What follows belongs to an exercise in optimizing a design on an open flow for small area, a short achievable clock period and few clock cycles per item; a production flow would make more cautious choices.
No functional check of the RTL was part of this run.
Power and IR drop assume default switching activity.

### flow/config.mk
export PLATFORM = sky130hd
export DESIGN_NAME = tcp_congestion_window_update
export DESIGN_NICKNAME = tcp_congestion_window_update
export VERILOG_FILES = /design/flow/design.v
export SDC_FILE = /design/flow/constraint.sdc
export NUM_CORES = 4
export LEC_CHECK = 0
export CAP_MARGIN = 20
export CORE_MARGIN = 2
export CORE_UTILIZATION = 40
export SETUP_SLACK_MARGIN = 5.0
export SLEW_MARGIN = 20
### flow/constraint.sdc
create_clock -name core_clock -period 8.5 [get_ports {clk}]
set_input_delay 1.7000 -clock core_clock [delete_from_list [all_inputs] [get_ports {clk}]]
set_output_delay 1.7000 -clock core_clock [all_outputs]
set_load 0.01 [all_outputs]
### flow/design.v
`default_nettype none
package cwu_pkg;
    localparam int SEG_W      = 16;
    localparam int THRESH_W   = 32;
    localparam int TMO_CFG_W  = 24;
    localparam int CFG_DATA_W = 32;
    localparam int CFG_IDX_W  = 2;
    localparam int OUT_WIN_W  = 32;
    localparam int OUT_TMO_W  = 24;
    localparam int SQ_W       = 2 * SEG_W;
    localparam int DIV_STEPS  = SQ_W;
    localparam int CNT_W      = $clog2(DIV_STEPS);
    localparam logic [SEG_W-1:0]     SEG_RESET    = 16'd1000;
    localparam logic [THRESH_W-1:0]  THRESH_RESET = 32'd64000;
    localparam logic [TMO_CFG_W-1:0] CEIL_RESET   = 24'hFF_FFFF;
    localparam int                   INIT_TMO     = 1000;
    localparam logic OP_TIMEOUT = 1'b0;
    localparam logic OP_ACK     = 1'b1;
    typedef enum logic [CFG_IDX_W-1:0] {
        REG_SEGMENT_SIZE = 2'd0,
        REG_SSTHRESH     = 2'd1,
        REG_INIT_TIMEOUT = 2'd2,
        REG_CEILING      = 2'd3
    } cfg_reg_t;
    typedef struct packed {
        logic accept;
        logic square;
        logic div_step;
        logic commit;
    } cwu_cmd_t;
    typedef struct packed {
        logic need_div;
        logic out_free;
    } cwu_status_t;
endpackage
`default_nettype wire
`default_nettype none
module tcp_congestion_window_update #(
    parameter int WINDOW_BITS  = 32,
    parameter int TIMEOUT_BITS = 24
) (
    input  wire logic                             clk,
    input  wire logic                             rst_n,
    input  wire logic                             cfg_write,
    input  wire logic [cwu_pkg::CFG_IDX_W-1:0]    cfg_index,
    input  wire logic [cwu_pkg::CFG_DATA_W-1:0]   cfg_data,
    input  wire logic                             in_valid,
    output logic                                  in_ready,
    input  wire logic                             operation,
    input  wire logic                             new_data_acked,
    output logic                                  out_valid,
    input  wire logic                             out_ready,
    output logic [cwu_pkg::OUT_WIN_W-1:0]         window,
    output logic [cwu_pkg::OUT_TMO_W-1:0]         timeout_value,
    output logic                                  retransmit,
    output logic                                  restart_timer,
    output logic                                  in_avoidance
);
    localparam logic [1:0] ST_IDLE = 2'd0;
    localparam logic [1:0] ST_DIV  = 2'd1;    
    localparam logic [1:0] ST_CM   = 2'd2;    
    logic [15:0] seg_reg;
    logic [31:0] thr_reg;
    logic [23:0] ceil_reg;
    logic [31:0] sq_reg;
    logic        sq_busy;
    logic [4:0]  sq_cnt;       
    logic        sq_bit;       
    logic [31:0] win_reg;
    logic [23:0] tmo_reg;
    logic        ov_reg;
    logic        rex_reg;
    logic        avo_reg;
    logic        f0v, f0op, f0nd;
    logic        f1v, f1op, f1nd;
    logic [1:0]  st;
    logic [32:0] rem_reg;      
    logic [31:0] x_reg;        
    logic [31:0] mb_reg;       
    logic [4:0]  j_reg;        
    logic        nb_reg;       
    logic [4:0]  mm_reg;       
    logic        qz_reg;       
    logic        stale_reg;    
    logic        avoid;
    logic        free;
    logic        push;
    logic        head_div;
    logic [4:0]  msb_w;
    logic [4:0]  msb_s;
    logic [5:0]  kdiff;
    logic [31:0] rem_init;
    logic [4:0]  psel;
    logic        nb_next;
    logic        sub1;
    logic [32:0] y1;
    logic        qb1;
    logic        sq_clear;
    logic [32:0] bx;
    logic [32:0] add_s;
    logic [31:0] win_sat;
    logic        div_mid;      
    logic        div_last;     
    logic [31:0] fin;
    logic [31:0] x_step;
    logic [31:0] wnext;
    logic        wen;
    logic [24:0] tmo_dbl;
    logic [23:0] tmo_new;
    logic        pop;
    logic        commit_nd;    
    logic        commit_fin;   
    logic        start;        
    logic        is_to, is_ss, is_dz;
    assign avoid    = win_reg >= thr_reg;
    assign free     = !ov_reg || out_ready;
    assign push     = in_valid && !f1v;
    assign head_div = f0op && f0nd;
    always_comb begin
        msb_w = '0;
        msb_s = '0;
        for (int i = 0; i < 32; i++) begin
            if (win_reg[i]) msb_w = i[4:0];
            if (sq_reg[i])  msb_s = i[4:0];
        end
    end
    assign kdiff = {1'b0, msb_s} - {1'b0, msb_w};
    assign rem_init = sq_busy ? 32'd0 : (sq_reg >> 1) >> mm_reg;
    assign div_mid  = (st == ST_DIV) && (j_reg != 5'd0);
    assign div_last = (st == ST_DIV) && (j_reg == 5'd0);
    assign psel     = div_mid ? j_reg - 5'd1 : mm_reg;
    assign nb_next  = sq_reg[psel];
    assign sq_clear = sq_busy && sq_cnt[4];
    assign sub1 = !rem_reg[32] && !sq_busy;
    assign bx   = sq_busy ? (sq_bit ? {17'd0, seg_reg} : 33'd0) : ({1'b0, win_reg} ^ {33{sub1}});
    assign y1   = {rem_reg[31:0], nb_reg} + bx + {32'd0, sub1};
    assign qb1  = !y1[32];
    assign add_s   = {1'b0, x_reg} + {1'b0, mb_reg};
    assign win_sat = add_s[32] ? 32'hFFFF_FFFF : add_s[31:0];
    assign x_step  = qb1 ? add_s[31:0] : x_reg;
    assign fin     = x_step;
    assign tmo_dbl = {tmo_reg, 1'b0};
    assign tmo_new = (tmo_dbl > {1'b0, ceil_reg}) ? ceil_reg : tmo_dbl[23:0];
    assign is_to  = !f0op;
    assign is_ss  = head_div && !avoid;
    assign is_dz  = head_div && avoid && (qz_reg || win_reg == '0);   
    always_comb begin
        commit_nd  = 1'b0;
        commit_fin = 1'b0;
        start      = 1'b0;
        if (div_last || st == ST_CM) begin
            commit_fin = free;
            start      = free && f0v && head_div && !qz_reg && !stale_reg && !sq_busy;
        end else if (st == ST_IDLE && f0v) begin
            if (head_div && avoid && !is_dz)
                start = !stale_reg && !sq_busy;
            else
                commit_nd = free && !(is_dz && (stale_reg || sq_busy));
        end
    end
    assign pop        = commit_nd || start;
    always_comb begin
        wnext = win_reg;
        wen   = 1'b0;
        if (commit_fin) begin
            wnext = div_last ? fin : x_reg;
            wen   = 1'b1;
        end else if (commit_nd) begin
            if (is_to) begin
                wnext = {16'd0, seg_reg};
                wen   = 1'b1;
            end else if (is_ss) begin
                wnext = win_sat;
                wen   = 1'b1;
            end else if (is_dz && win_reg == '0) begin
                wnext = 32'hFFFF_FFFF;
                wen   = 1'b1;
            end
        end
    end
    always_ff @(posedge clk or negedge rst_n) begin
        if (!rst_n) begin
            seg_reg   <= 16'd1000;
            thr_reg   <= 32'd64000;
            ceil_reg  <= 24'hFF_FFFF;
            sq_busy   <= 1'b1;        
            sq_cnt    <= 5'd16;
            win_reg   <= 32'd1000;
            tmo_reg   <= 24'd1000;
            ov_reg    <= 1'b0;
            f0v       <= 1'b0;
            f1v       <= 1'b0;
            st        <= ST_IDLE;
            stale_reg <= 1'b1;
        end else begin
            if (cfg_write) begin
                case (cfg_index)
                    2'd0: begin
                        seg_reg <= cfg_data[15:0];
                        sq_busy <= 1'b1;
                        sq_cnt  <= 5'd16;
                    end
                    2'd1: thr_reg  <= cfg_data;
                    2'd3: ceil_reg <= cfg_data[23:0];
                    default: ;
                endcase
            end
            if (sq_busy && !(cfg_write && cfg_index == 2'd0)) begin
                sq_cnt <= sq_cnt - 5'd1;
                if (sq_cnt == 5'd0)
                    sq_busy <= 1'b0;
            end
            if (pop) begin
                f0v <= f1v || push;
                f1v <= 1'b0;
            end else if (push) begin
                if (f0v) f1v <= 1'b1;
                else     f0v <= 1'b1;
            end
            if (commit_nd || commit_fin)
                ov_reg <= 1'b1;
            else if (out_ready)
                ov_reg <= 1'b0;
            if (wen)
                win_reg <= wnext;
            if (commit_nd && is_to)
                tmo_reg <= tmo_new;
            stale_reg <= (commit_nd && is_to) || sq_busy;
            if (start)
                st <= ST_DIV;
            else if (commit_fin)
                st <= ST_IDLE;
            else if (div_last)
                st <= ST_CM;
        end
    end
    always_ff @(posedge clk) begin
        sq_bit <= seg_reg[4'(sq_cnt - 5'd1)];
        if (sq_busy && sq_cnt == 5'd0 && !(cfg_write && cfg_index == 2'd0))
            sq_reg <= y1[31:0];
        mm_reg <= kdiff[4:0];
        qz_reg <= kdiff[5] || (sq_reg == '0);
        if (pop) begin
            f0op <= f1v ? f1op : operation;
            f0nd <= f1v ? f1nd : new_data_acked;
        end else if (push && !f0v) begin
            f0op <= operation;
            f0nd <= new_data_acked;
        end
        if (push && f0v && !pop) begin
            f1op <= operation;
            f1nd <= new_data_acked;
        end
        if (commit_nd) begin
            rex_reg <= is_to;
            avo_reg <= avoid;
        end else if (commit_fin) begin
            rex_reg <= 1'b0;
            avo_reg <= 1'b1;
        end
        if (div_mid || (sq_busy && !sq_clear)) begin
            rem_reg <= y1;
            j_reg   <= j_reg - 5'd1;
        end else begin
            rem_reg <= {1'b0, rem_init};
            j_reg   <= mm_reg;
        end
        nb_reg <= nb_next && !sq_busy;
        if (div_mid)
            x_reg <= x_step;
        else if (div_last)
            x_reg <= fin;
        else if (st != ST_CM)
            x_reg <= wnext;
        if (start)
            mb_reg <= 32'd1 << mm_reg;
        else if (div_mid)
            mb_reg <= mb_reg >> 1;
        else
            mb_reg <= {16'd0, seg_reg};
    end
    assign in_ready      = !f1v;
    assign out_valid     = ov_reg;
    assign window        = win_reg;
    assign timeout_value = tmo_reg;
    assign retransmit    = rex_reg;
    assign restart_timer = rex_reg;
    assign in_avoidance  = avo_reg;
endmodule
`default_nettype wire
### flow/flow/run.sh
#!/bin/bash
# Standard layout, with plain buffers (not delay cells) on the ports.
set -e
export BUFFER_PORTS_ARGS="-buffer_cell sky130_fd_sc_hd__buf_2"
bash standard.sh > standard.log 2>&1
### flow/standard.sh
#!/bin/bash
# synth_recipe.tcl (not shown) runs the flow's synth.tcl, then flattens the netlist and writes it again
# the make line also repeats each setting of config.mk as NAME=value (left out here)
make -C /OpenROAD-flow-scripts/flow DESIGN_CONFIG=/design/flow/config.mk WORK_HOME=/design/flow/orfs CLKGATE_MAP_FILE= SYNTH_SCRIPT=/design/flow/synth_recipe.tcl "${@:-finish}"
==> summary.txt <==
[worst max-delay path, stage by stage (launching register included)]
cell and delay (ns):
dfstp_4 0.66, and2_4 0.22, nand2_4 0.07, o21ai_4 0.08, fa_2 0.22, inv_2 0.04
fa_2 0.38, nor2b_4 0.15, o31ai_4 0.09, a211oi_2 0.25, nand3b_1 0.21, a31o_4 0.23
or2_4 0.18, a21oi_4 0.08, clkbuf_16 0.18, buf_6 0.12, buf_6 0.11, o21ai_2 0.12
o21ai_2 0.07, o21a_1 0.17
[cells in the final DEF, fill, tap and decap left out, types with 19 or more instances in the layout]
master / Yosys / final
nor3_1: 28 / 20
buf_4: 2 / 94
buf_6: 3 / 26
o21ai_1: 8 / 31
inv_1: 99 / 98
o21ai_0: 145 / 109
nor2b_1: 23 / 20
nand2_1: 224 / 209
a21oi_2: 1 / 23
nor2_1: 134 / 127
a211oi_1: 26 / 20
mux2_2: 81 / 80
dfstp_2: 51 / 50
ha_1: 126 / 122
xor2_1: 57 / 53
o211ai_1: 19 / 19
clkbuf_16: 0 / 38
a21oi_1: 146 / 123
o21a_1: 25 / 25
dfxtp_1: 78 / 74
mux4_2: 22 / 22
dfrtp_2: 0 / 21
a21o_1: 50 / 49
mux2i_1: 108 / 103
edfxtp_1: 70 / 70
xnor2_1: 42 / 40
and3_1: 22 / 21
dfrtp_1: 89 / 68
nand3_1: 25 / 21
a31oi_1: 33 / 32
buf_2: 11 / 100
[worst max path at each step]
stage                       start   endpoint  slack, ns  depth (start not counted)
after floorplan           sq_busy   x_reg[0]       4.70                         20
after global placement    sq_busy   x_reg[0]       3.41                         16
after detailed placement  sq_busy  x_reg[23]       3.59                         15
after CTS                 sq_busy   x_reg[0]       4.64                         15
after global routing      sq_busy  x_reg[23]       4.49                         17
final                     sq_busy  x_reg[19]       4.63                         19
[cells by family after synthesis]
kind of cell    Yosys count
compound gates          604
xor+xnor                 99
fa+ha+maj               130
buf+inv                 203
flops                   288
mux                     211
simple gates            545
[cells in the mapped netlist, types with 16 or more instances]
library cell,number
a21o_1,50
nand2b_1,18
a211oi_1,26
mux4_2,22
and3_1,22
edfxtp_1,70
o21ai_0,145
o211ai_1,19
nand2_1,224
nand3_1,25
nor2_1,134
xor2_1,57
mux2i_1,108
nor2b_1,23
dfrtp_1,89
nor4_1,16
a31oi_1,33
nor3_1,28
mux2_2,81
nand4_1,16
o21a_1,25
xnor2_1,42
dfstp_2,51
a22o_1,17
inv_1,99
o221ai_1,16
ha_1,126
a21oi_1,146
clkbuf_1,77
dfxtp_1,78
[where the power goes]
group | internal (uW) | switching [uW] | total (uW)
clock network | 932 | 647 | 1580
registers | 1690 | 212 | 1900
logic | 1010 | 1200 | 2210
total | 3630 | 2060 | 5690
[layout make-up]
class	instances	area, sq um
Timing Repair Buffer	235	1810
Inverter	99	372
Fill cell	4407	24200
Clock inverter	16	154
Multi-Input combinational cell	1595	12300
Sequential cell	288	7270
Clock buffer	48	1050
Tap cell	615	769
[metal layers]
metal  GRT usage  vias to the layer above
met1       0.347                     8697
met2       0.425                      796
met4      0.0976                        0
met3      0.0526                      166
li1            -                     8017
met5           0                        -
[what timing repair did]
action                     CTS  global route
buffers inserted            70            36
gates cloned                 8             1
pin swaps                   67            59
gates resized for setup    126           101
setup endpoints to repair  177           116
[stage by stage]
step	area (sq um)	hold slack, ns	cells	power [uW]
after floorplan	19700	0.429	2080	3110
after global placement	20600	0.461	2716	3520
after detailed placement	20700	0.476	2717	3540
after CTS	23000	0.494	2859	5520
after global routing	23700	0.518	2896	5950
final	23700	0.494	2896	5690
==> summary.txt <==
Status = timing/DRC/antenna clean
Syn_nets = 2251
DRT iter0 DRCs = 1872
Fmax = 0.258 GHz
Leak Pwr = 0.0110 uW
Syn Area/Cell = 9.37 sq um
Synth area leader = dfrtp_1
Max reg flops = 33
Routability cong. = 0.933
Crit Reg-Reg Endpoint = x_reg[19]
Post-synthesis mux area share = 0.128
Synthesis-to-finish area growth = 21.8%
Top layer in use = met4
Synth Area in Simple Gates = 0.128
Kind of critical path = flip-flop to flip-flop
Ratio of cells with drive above 1 in the final layout = 0.278
DR WL/cell = 23.5 um
Wire length on met3 = 5910 um
H-Tree Depth = 2
Hold depth = 1
Met1 Wirelength = 28300 um
Via/cell ratio = 6.10
Max FO, Critical Path = 8
Setup TNS = 0 ns
Fin util = 0.495
Power per cell area = 240 mW/mm^2
Main flop type after synthesis = dfrtp_1
Yosys top cell area share = 0.114
RR Startpoint = sq_busy
First-pass GRT wire length = 101000 um
Hold crit path type = flip-flop to flip-flop
Final Max Slew Viols = 0
CTS tree = built
Crit path arrival time = 4.19 ns
Worst-Skew Late Latency = 0.56 ns
XOR/XNOR Fraction of Synth Area = 0.0445
Gr usage total = 0.262
Core Area = 0.0479 sq mm
Hold_sp = j_reg[0]
Number of global-route vias before repair = 17000
WHS Endpoint = j_reg[0]
Fin Clk Skew = 0.0186 ns
Via Count = 17700
Grt ovf = 0
Reg clk slew, reported paths = 0.06 ns
Worst Setup End Kind = flip-flop
# setup viols final = 0
Post-route ant nets = 0
PnR worst setup slack = 4.63 ns
Synth unique cells = 88
CTS Root Cell = clkbuf_16
Total CTS buffers = 35
Detailed Route WL = 68000 um
Die Span X = 225 um
Synth Area in Compound Gates = 0.203
Netlist Area Pre-Place = 0.0195 sq mm
Reg2reg setup slack = 4.63 ns
Reg2Reg Depth = 19
Tcrit/Tclk final = 0.456
Dpl ws = 3.59 ns
Met2 routed WL = 31200 um
Worst endpoint required time = 8.82 ns
Ant diodes = 0
Post-CTS Hold Buffers = 0
Relative slew slack = 0.209
Post-DP HPWL = 46300 um
RSZ-0062 raised after global routing = yes
# clock sinks = 288
Max Root-Sink Buffers = 3
Die Y = 225 um
Die area = 0.0505 sq mm
Largest family of logic cells by synthesized area = compound AO/OA/AOI/OAI gates
Pin count of the biggest net entering global routing = 85
Residual DRC = 0
Cell count after synthesis = 2080
YS warnings = 1
Peak supply drop = 0.152 mV
Starting density of the core = 0.406
Setup crit start kind = flip-flop
Post-synth ARST share = 0.486
Synth area leaders = dfrtp_1 (11%), edfxtp_1 (11%), ha_1 (8.1%)
#FFs+latches synth = 288
Post-synthesis share of cell area spent on full adders, half adders and majority gates = 0.0850
I/O Buffers = 101
Drt pass-1 iters = 5
Max cap viols = 0
Fin nets = 2425
Initial antenna violation count = 1
Final Hold Vio Count = 0
Post-synthesis sequential area ratio = 0.371
Slew @ Worst Pin = 1.18 ns
FP Rows = 80
Post-synth EDFFs = 70
Min Tclk post-route = 3.87 ns
Ports = 102

afterwards: timing with drivers on the ports:
In the flow no input, the clock included, has a driving cell. The finished layout below was timed again as built, in two steps.
Step 1 sets driving cells, clkbuf_16 on the clock port and buf_2 on the other inputs (assumed; they add their load-dependent delay and slew).
Step 2 adds t to the input delays and takes it off the output delays; t is the mean of the earliest and latest rising clock arrival at the registers after step 1. Input paths then give back, and output paths get back, about the clock's delay inside the block.
a / b / c = ideal / step 1 / step 2; a / b = the first two.
t, ns: 0.607
setup WS [ns]: 4.625 / 4.625 / 4.297
worst register clock-pin slew, ns: 0.06 / 0.06
worst slew at a driven data input, ns: 0.07
After both steps this run still meets setup and hold. For this run, drivers alone change the setup slack by 0.000 ns; drivers and shift together by -0.328 ns.
